Source: an optimization exercise on an open RTL-to-GDS flow (aim: small area, a short achievable clock period and few clock cycles). Production flows keep margins and buffers that such runs may drop.
Only simulation tests tie the RTL to the original design; equivalence was not proved.
Power and IR drop assume default switching activity.

[design.v]
`timescale 1ns / 1ps
`default_nettype none
package bsa_pkg;
    localparam int SLOTS_DEFAULT = 512;
    localparam int BASE_W       = 48;
    localparam int SIZE_W       = 16;
    localparam int ADDR_W       = 49;
    localparam int STATUS_W     = 3;
    localparam int SLOT_FIELD_W = 9;
    localparam int FREE_FIELD_W = 10;
    localparam int IN_TDATA_W   = 72;
    localparam int OUT_TDATA_W  = 72;
    localparam int CFG_INDEX_W  = 1;
    localparam int CFG_DATA_W   = 48;
    localparam logic [SIZE_W-1:0] SLOT_BYTES_RESET = 16'd64;
    localparam logic [STATUS_W-1:0] ST_OK       = 3'd0;
    localparam logic [STATUS_W-1:0] ST_FULL     = 3'd1;
    localparam logic [STATUS_W-1:0] ST_MISMATCH = 3'd2;
    localparam logic [STATUS_W-1:0] ST_INVALID  = 3'd3;
    localparam logic [STATUS_W-1:0] ST_DOUBLE   = 3'd4;
    localparam logic [1:0] K_ALLOC    = 2'd0;
    localparam logic [1:0] K_FREE     = 2'd1;
    localparam logic [1:0] K_MISMATCH = 2'd2;
    localparam logic [1:0] K_INVALID  = 2'd3;
endpackage
`default_nettype wire
`timescale 1ns / 1ps
`default_nettype none
module bitmap_slot_allocator_core
#(
    parameter int SLOTS = bsa_pkg::SLOTS_DEFAULT
)
(
    input  wire logic                                 clk,
    input  wire logic                                 rst_n,
    input  wire logic                                 s_tvalid,
    output logic                                      s_tready,
    input  wire logic [bsa_pkg::IN_TDATA_W-1:0]       s_tdata,
    input  wire logic                                 s_tuser,
    output logic                                      m_tvalid,
    input  wire logic                                 m_tready,
    output logic [bsa_pkg::OUT_TDATA_W-1:0]           m_tdata,
    input  wire logic                                 cfg_we,
    input  wire logic [bsa_pkg::CFG_INDEX_W-1:0]      cfg_index,
    input  wire logic [bsa_pkg::CFG_DATA_W-1:0]       cfg_data
);
    localparam logic [8:0] DIV_CUT = 9'b0_1010_1010;
    logic [47:0] base_q;
    logic [15:0] sb_q;
    always_ff @(posedge clk or negedge rst_n)
    begin
        if (!rst_n)
        begin
            base_q <= '0;
            sb_q   <= bsa_pkg::SLOT_BYTES_RESET;
        end
        else if (cfg_we)
        begin
            if (cfg_index == 1'b0)
                base_q <= cfg_data[47:0];
            else
                sb_q <= cfg_data[15:0];
        end
    end
    logic o_v;
    logic en;
    assign en = !o_v || m_tready;
    logic        a_v;
    logic [1:0]  a_k;
    logic [24:0] a_lo;
    logic        a_b;
    logic        a_eq0;
    logic        a_eq1;
    logic        a_load;
    logic [48:0] in_addr;
    logic [25:0] in_diff;
    logic [23:0] base_hi;
    logic [23:0] base_hi1;
    assign in_addr  = s_tdata[64:16];
    assign in_diff  = {1'b0, in_addr[24:0]} - {1'b0, base_q[24:0]};
    assign base_hi  = {1'b0, base_q[47:25]};
    assign base_hi1 = base_hi + 24'd1;
    assign a_load   = en || !a_v;
    assign s_tready = a_load;
    always_ff @(posedge clk or negedge rst_n)
    begin
        if (!rst_n)
            a_v <= 1'b0;
        else if (a_load)
            a_v <= s_tvalid;
    end
    always_ff @(posedge clk)
    begin
        if (a_load)
        begin
            if (s_tuser)
                a_k <= bsa_pkg::K_FREE;
            else if (s_tdata[15:0] == sb_q)
                a_k <= bsa_pkg::K_ALLOC;
            else
                a_k <= bsa_pkg::K_MISMATCH;
            a_lo  <= in_diff[24:0];
            a_b   <= in_diff[25];
            a_eq0 <= (in_addr[48:25] == base_hi);
            a_eq1 <= (in_addr[48:25] == base_hi1);
        end
    end
    logic        d_vi [0:8];
    logic [1:0]  d_ki [0:8];
    logic [24:0] d_ri [0:8];
    logic [8:0]  d_qi [0:8];
    logic        d_vo [0:8];
    logic [1:0]  d_ko [0:8];
    logic [24:0] d_ro [0:8];
    logic [8:0]  d_qo [0:8];
    always_comb
    begin
        d_vi[8] = a_v;
        d_ri[8] = a_lo;
        d_qi[8] = '0;
        d_ki[8] = a_k;
        if (a_k == bsa_pkg::K_FREE)
        begin
            if (!(a_b ? a_eq1 : a_eq0) || !(a_lo[24:9] < sb_q))
                d_ki[8] = bsa_pkg::K_INVALID;
        end
    end
    genvar k;
    generate
        for (k = 8; k >= 0; k--)
        begin : g_row
            logic [16:0] hi;
            logic [17:0] diff;
            logic        ge;
            assign hi   = d_ri[k][k+16:k];
            assign diff = {1'b0, hi} - {2'b0, sb_q};
            assign ge   = !diff[17];
            always_comb
            begin
                d_vo[k] = d_vi[k];
                d_ko[k] = d_ki[k];
                d_qo[k] = d_qi[k];
                d_qo[k][k] = ge;
                d_ro[k] = d_ri[k];
                if (ge)
                    d_ro[k][k+16:k] = diff[16:0];
            end
            if (k > 0)
            begin : g_link
                if (DIV_CUT[k])
                begin : g_reg
                    logic        v_q;
                    logic [1:0]  k_q;
                    logic [24:0] r_q;
                    logic [8:0]  q_q;
                    always_ff @(posedge clk or negedge rst_n)
                    begin
                        if (!rst_n)
                            v_q <= 1'b0;
                        else if (en)
                            v_q <= d_vo[k];
                    end
                    always_ff @(posedge clk)
                    begin
                        if (en)
                        begin
                            k_q <= d_ko[k];
                            r_q <= d_ro[k];
                            q_q <= d_qo[k];
                        end
                    end
                    assign d_vi[k-1] = v_q;
                    assign d_ki[k-1] = k_q;
                    assign d_ri[k-1] = r_q;
                    assign d_qi[k-1] = q_q;
                end
                else
                begin : g_wire
                    assign d_vi[k-1] = d_vo[k];
                    assign d_ki[k-1] = d_ko[k];
                    assign d_ri[k-1] = d_ro[k];
                    assign d_qi[k-1] = d_qo[k];
                end
            end
        end
    endgenerate
    logic        b_v;
    logic [1:0]  b_k;
    logic [8:0]  b_q;
    always_ff @(posedge clk or negedge rst_n)
    begin
        if (!rst_n)
            b_v <= 1'b0;
        else if (en)
            b_v <= d_vo[0];
    end
    always_ff @(posedge clk)
    begin
        if (en)
        begin
            b_k <= d_ko[0];
            b_q <= d_qo[0];
        end
    end
    logic [31:0] used_q [16];
    logic [15:0] wvld_q;
    logic [15:0] wfree;
    logic        full;
    logic [15:0] fw;
    logic [3:0]  fw_idx;
    logic        is_alloc;
    logic        is_free;
    logic [15:0] qw_dec;
    logic [31:0] qb_dec;
    logic [15:0] sel;
    logic [31:0] word;
    logic [31:0] lz;
    logic [4:0]  lz_idx;
    logic [31:0] bsel;
    logic        used_bit;
    logic        do_alloc;
    logic        do_free;
    logic [15:0] wa;
    logic [15:0] wc;
    logic [31:0] word_new;
    assign is_alloc = (b_k == bsa_pkg::K_ALLOC);
    assign is_free  = (b_k == bsa_pkg::K_FREE);
    always_comb
    begin
        for (int w = 0; w < 16; w++)
            wfree[w] = !wvld_q[w] || !(&used_q[w]);
    end
    assign full = !(|wfree);
    always_comb
    begin
        logic none;
        none = 1'b1;
        for (int w = 0; w < 16; w++)
        begin
            fw[w] = wfree[w] && none;
            none  = none && !wfree[w];
        end
    end
    always_comb
    begin
        fw_idx = '0;
        for (int w = 0; w < 16; w++)
            if (fw[w]) fw_idx = fw_idx | 4'(w);
    end
    assign qw_dec = 16'd1 << b_q[8:5];
    assign qb_dec = 32'd1 << b_q[4:0];
    assign sel    = is_alloc ? fw : qw_dec;
    always_comb
    begin
        word = '0;
        for (int w = 0; w < 16; w++)
            if (sel[w] && wvld_q[w]) word = word | used_q[w];
    end
    always_comb
    begin
        logic none;
        none = 1'b1;
        for (int b = 0; b < 32; b++)
        begin
            lz[b] = !word[b] && none;
            none  = none && word[b];
        end
    end
    always_comb
    begin
        lz_idx = '0;
        for (int b = 0; b < 32; b++)
            if (lz[b]) lz_idx = lz_idx | 5'(b);
    end
    assign used_bit = word[b_q[4:0]];
    assign bsel     = is_alloc ? lz : qb_dec;
    assign do_alloc = en && b_v && is_alloc && !full;
    assign do_free  = en && b_v && is_free;
    assign wa       = {16{do_alloc || do_free}} & sel;
    assign wc       = wvld_q & ~wa;
    assign word_new = is_alloc ? (word | bsel) : (word & ~bsel);
    always_ff @(posedge clk)
    begin
        for (int w = 0; w < 16; w++)
            used_q[w] <= ({32{wa[w]}} & word_new) | ({32{wc[w]}} & used_q[w]);
    end
    always_ff @(posedge clk or negedge rst_n)
    begin
        if (!rst_n)
            wvld_q <= '0;
        else
            wvld_q <= wvld_q | wa;
    end
    logic        c_v;
    logic [2:0]  c_st;
    logic [8:0]  c_slot;
    logic        c_inc;
    logic        c_dec;
    always_ff @(posedge clk or negedge rst_n)
    begin
        if (!rst_n)
            c_v <= 1'b0;
        else if (en)
            c_v <= b_v;
    end
    always_ff @(posedge clk)
    begin
        if (en)
        begin
            c_inc  <= 1'b0;
            c_dec  <= 1'b0;
            c_slot <= '0;
            unique case (b_k)
                bsa_pkg::K_ALLOC:
                begin
                    if (full)
                        c_st <= bsa_pkg::ST_FULL;
                    else
                    begin
                        c_st   <= bsa_pkg::ST_OK;
                        c_slot <= {fw_idx, lz_idx};
                        c_dec  <= 1'b1;
                    end
                end
                bsa_pkg::K_FREE:
                begin
                    if (used_bit)
                    begin
                        c_st   <= bsa_pkg::ST_OK;
                        c_slot <= b_q;
                        c_inc  <= 1'b1;
                    end
                    else
                        c_st <= bsa_pkg::ST_DOUBLE;
                end
                bsa_pkg::K_MISMATCH: c_st <= bsa_pkg::ST_MISMATCH;
                default:             c_st <= bsa_pkg::ST_INVALID;
            endcase
        end
    end
    logic [9:0]  cnt_q;
    logic [9:0]  cnt_next;
    logic [2:0]  o_st;
    logic [48:0] o_addr;
    logic [8:0]  o_slot;
    logic [9:0]  o_free;
    assign cnt_next = cnt_q + {9'd0, c_inc} - {9'd0, c_dec};
    always_ff @(posedge clk or negedge rst_n)
    begin
        if (!rst_n)
        begin
            cnt_q <= 10'd512;
            o_v   <= 1'b0;
        end
        else if (en)
        begin
            o_v <= c_v;
            if (c_v)
                cnt_q <= cnt_next;
        end
    end
    always_ff @(posedge clk)
    begin
        if (en)
        begin
            o_st   <= c_st;
            o_slot <= c_slot;
            o_free <= cnt_next;
            o_addr <= c_dec ? ({1'b0, base_q} + 49'(c_slot) * 49'(sb_q)) : '0;
        end
    end
    assign m_tvalid = o_v;
    assign m_tdata  = {1'b0, o_free, o_slot, o_addr, o_st};
endmodule
`default_nettype wire
[run.sh]
#!/bin/bash
# synth_recipe.tcl (not shown) runs the flow's synth.tcl, then flattens the netlist and writes it again
# the make line also repeats each setting of config.mk as NAME=value (left out here)
make -C /OpenROAD-flow-scripts/flow DESIGN_CONFIG=/design/flow/config.mk WORK_HOME=/design/flow/orfs CLKGATE_MAP_FILE= SYNTH_SCRIPT=/design/flow/synth_recipe.tcl finish
[config.mk]
export PLATFORM = sky130hd
export DESIGN_NAME = bitmap_slot_allocator_core
export DESIGN_NICKNAME = bitmap_slot_allocator_core
export VERILOG_FILES = /design/flow/design.v
export SDC_FILE = /design/flow/constraint.sdc
export NUM_CORES = 4
export LEC_CHECK = 0
export CAP_MARGIN = 20
export CORE_MARGIN = 2
export CORE_UTILIZATION = 40
export SLEW_MARGIN = 20
[constraint.sdc]
create_clock -name core_clock -period 7.0 [get_ports {clk}]
set_input_delay 1.4000 -clock core_clock [delete_from_list [all_inputs] [get_ports {clk}]]
set_output_delay 1.4000 -clock core_clock [all_outputs]
set_load 0.01 [all_outputs]
==> impl_metrics.json <==
{
  "wl_um": 268000,
  "ys_seq_area_frac": 0.371,
  "final_cells": 8476,
  "cts_tree": "yes",
  "std_cell_rows": 133,
  "h-tree-depth": 3,
  "dpl.cell_count": 8278,
  "via_count": 53000,
  "hold_buffers": 0,
  "grt_first_pass_wirelength_um": 375000,
  "p_sw_frac": 0.436,
  "leakagePower_nw": 24.7,
  "drv_slew": 0,
  "power_switching_mw": 13.1,
  "synth_nets": 6713,
  "vias_per_cell": 6.25,
  "gp_congestion": 1.03,
  "synth_top_family_by_area": "simple AND/OR/NAND/NOR gates",
  "cts_made_buffers": 101,
  "start_util": 0.404,
  "grt_antenna_before_repair": 16,
  "max_cap_violations": 0,
  "first_pass_iters": 8,
  "ys_warn_count": 42,
  "drive_above_1_share": 0.143,
  "nFillCells": 12600,
  "synth.avg_cell_area_sq_um": 8.59,
  "fmax_ghz": 0.152,
  "synth-simple-area-share": 0.224,
  "hold_violations": 0,
  "path_max_fanout": 16,
  "core_area_sq_mm": 0.132,
  "start_kind": "flip-flop",
  "post_drt_wl_per_cell_um": 31.6,
  "report.final.setup_viol": 0,
  "tns_ns": 0,
  "die_area_sq_mm": 0.136,
  "holdWs_ns": 0.410,
  "skew_ns": 0.0383,
  "clk_latency_ns": 0.74,
  "yosysUniqueCellTypes": 108,
  "die_x_um": 369,
  "synthXorXnorAreaFrac": 0.0285,
  "ant_nets": 0,
  "grt_max_degree": 133,
  "synth_mux_area_frac": 0.0241,
  "power.density_mw_per_mm2": 465,
  "p_int_mw": 16.9,
  "pin_count": 201,
  "async_flop_share": 0.116,
  "status": "finished clean",
  "fp.dieH_um": 369,
  "min_period_ns": 6.59,
  "pwr-share-seq": 0.244,
  "drtIter0Drc": 6452,
  "synth.cell_area_sq_mm": 0.0533,
  "synth_cells": 6199,
  "required_ns": 7.57,
  "combPwrFrac": 0.576,
  "critPathKind": "flip-flop to flip-flop",
  "synth_compound_area_frac": 0.191,
  "first_global_vias": 50500,
  "portBuffers": 192,
  "nets": 7146,
  "area_growth_pct": 21.1,
  "clkPwrFrac": 0.181,
  "clockBufferDepth": 3,
  "synth_edf_count": 234,
  "path_clk_slew_ns": 0.06,
  "groute.usage.overall": 0.383,
  "crit_path_end_kind": "flip-flop",
  "cts_sinks": 844,
  "grt_overflow": 0,
  "ys.flop_type": "dfxtp_1",
  "drc": 0,
  "synth_adder_area_share": 0.109,
  "max_slew_margin": 0.228,
  "hp-class": "flip-flop to flip-flop",
  "hpwl_um": 207000,
  "min_period_over_period": 0.941,
  "arrival_ns": 7.16,
  "root_buffer": "clkbuf_16",
  "vdd_drop_max_mv": 0.406,
  "worstMarginPinSlew_ns": 1.15,
  "synth_seq_cells": 844
}
[power by group through the flow]
stage	sequential, mW	combinational, mW	clock (mW)
floorplan	7.07	11.7	0
global placement	7.38	16.5	0
detailed placement	7.38	16.8	0
CTS	7.30	17.0	5.49
global route	7.38	19.1	5.68
finish	7.31	17.3	5.42
[cells by family after synthesis]
group / after synthesis
multiplexers: 114
other: 1
buffers and inverters: 721
XOR/XNOR: 173
AND/OR/NAND/NOR: 2400
AO/OA/AOI/OAI: 1559
flip-flops: 844
adder cells (fa/ha/maj): 387
[per-stage QoR]
| step | worst slack (ns) | power [mW] | instance area (sq um) | util |
|---|---|---|---|---|
| floorplan | 0.0137 | 18.7 | 53300 | - |
| global placement | 0.146 | 23.9 | 61000 | 0.463 |
| detailed placement | 0.0551 | 24.1 | 61000 | 0.463 |
| CTS | 0.00898 | 29.8 | 64400 | 0.488 |
| global route | -0.00407 | 32.1 | 64500 | 0.489 |
| finish | 0.411 | 30.0 | 64500 | 0.489 |
[placed cells by master, fill, tap and decap left out, types with 48 or more instances in the layout]
cell             count
fa_1               130
dfrtp_1             87
o21ai_0            508
o21ai_1            105
nor2_1             316
xor2_1              64
buf_4              472
a21o_1              57
buf_12              70
dfxtp_1            512
nand2_1            709
clkbuf_16          102
nor4_1              57
nor3_1             111
and2_1             117
mux2_2             102
o31ai_1             60
ha_1               257
and3_1              67
nand4_1            203
a31oi_1             69
or3_1               48
nand3_1            553
clkdlybuf4s50_1    191
edfxtp_1           234
inv_1              313
a21oi_1            169
xnor2_1            109
[what timing repair did]
action / in CTS / in global routing
resized for setup: 0 / 46
endpoints found under the setup margin: 0 / 70
setup buffers: 0 / 5
[sequential cells by signal (all words and copies together), names as in the netlist, 8 cells and up]
register / cells
o_slot: 9
g_row.g_link.g_reg.q_q: 20
c_slot: 9
sb_q: 16
a_lo: 25
cnt_q: 10
base_q: 48
o_free: 10
wvld_q: 16
g_row.g_link.g_reg.r_q: 17
d_ri: 63
b_q: 9
o_addr: 49
g_row.g_link.g_reg.k_q: 8
used_q: 512
[cell type report]
class	instances	area, sq um	share of cell area
diodes	2	5.00	0.0000776
clock buffers	146	2920	0.0452
clock inverters	44	419	0.00650
inverters	317	1200	0.0186
multi-input cells	4634	31100	0.483
flip-flops and latches	844	19700	0.306
well taps	1755	2200	0.0340
repair buffers	734	6870	0.107
[layer usage]
metal | vias to the layer above | share of wire | track usage
li1 | 23600 | - | -
met5 | - | 0.00030 | 0
met2 | 2697 | 0.46 | 0.620
met3 | 775 | 0.081 | 0.0736
met1 | 25900 | 0.38 | 0.462
met4 | 14 | 0.080 | 0.261
[synthesized netlist by cell type (33+ instances only)]
cell       number  area share
a21boi_0       41      0.0058
a21o_1         57      0.0080
a21oi_1       172       0.016
a31oi_1        70      0.0082
a32oi_1        41      0.0067
and2_1        117       0.014
and3_1         67      0.0079
buf_2          38      0.0036
clkbuf_1      341       0.024
dfrtp_1        96       0.045
dfxtp_1       512        0.19
edfxtp_1      234        0.13
fa_1          130       0.049
ha_1          257       0.060
inv_1         314       0.022
mux2_2        102       0.022
nand2_1       719       0.051
nand3_1       553       0.052
nand4_1       203       0.024
nor2_1        321       0.023
nor2b_1        39      0.0046
nor3_1        118       0.011
nor4_1         61      0.0072
o2111ai_1      33      0.0054
o211ai_1       33      0.0047
o21ai_0       543       0.051
o21ai_1        84      0.0079
o221ai_1       36      0.0059
o22ai_1        48      0.0056
o31ai_1        60      0.0085
or3_1          49      0.0058
xnor2_1       109       0.018
xor2_1         64       0.011
[path summary, 6_finish.rpt]
path	startpoint	endpoint	slack (ns)	depth (start not counted)
min in group asynchronous	rst_n	base_q[25]	0.72	1
max in group asynchronous	rst_n	wvld_q[6]	5.12	2
max reg2reg	used_q[6][21]	used_q[1][25]	0.41	15
max	used_q[6][21]	used_q[1][25]	0.41	15
min	g_row[3].g_link.g_reg.q_q[3]	g_row[1].g_link.g_reg.q_q[3]	0.41	0
min reg2reg	g_row[3].g_link.g_reg.q_q[3]	g_row[1].g_link.g_reg.q_q[3]	0.41	0
[critical path, cell delays in order, from the launching register on]
cell	delay, ns
dfxtp_1	0.43
nand4_1	0.17
nor3_1	0.78
nand3_2	0.53
nand3_1	0.44
nor3_1	0.14
buf_4	0.17
a32o_1	0.31
a211oi_1	0.69
o2111ai_1	0.38
o31ai_1	0.75
or4_4	0.31
nor3_4	0.05
and4_4	0.20
a21oi_4	0.85
o21ai_0	0.17
Testbench counts, summed over its fixed seeds: cycles 12,292.

==> what the ideal ports hide <==
The results above use ideal ports. As a check the final layout listed here was re-extracted and re-timed, cells and wires unchanged. Step 1 sets driving cells, clkbuf_16 on the clock port and buf_2 on the other inputs (assumed; they add their load-dependent delay and slew). Step 2 times the ports against the registers' clock, not the clock port: input delays grow and output delays shrink by t, the midpoint of the rising clock arrivals with the driver on. Three values: ideal ports, drivers, drivers and shift; two values: the first two.
shift t [ns]: 0.805
slack for setup (ns): 0.411 / 0.411 / 0.411
worst setup path at the end: register to register
After both steps setup and hold are still met in this run. The setup slack of this run moves by 0.000 ns with the drivers and by 0.000 ns with both steps.
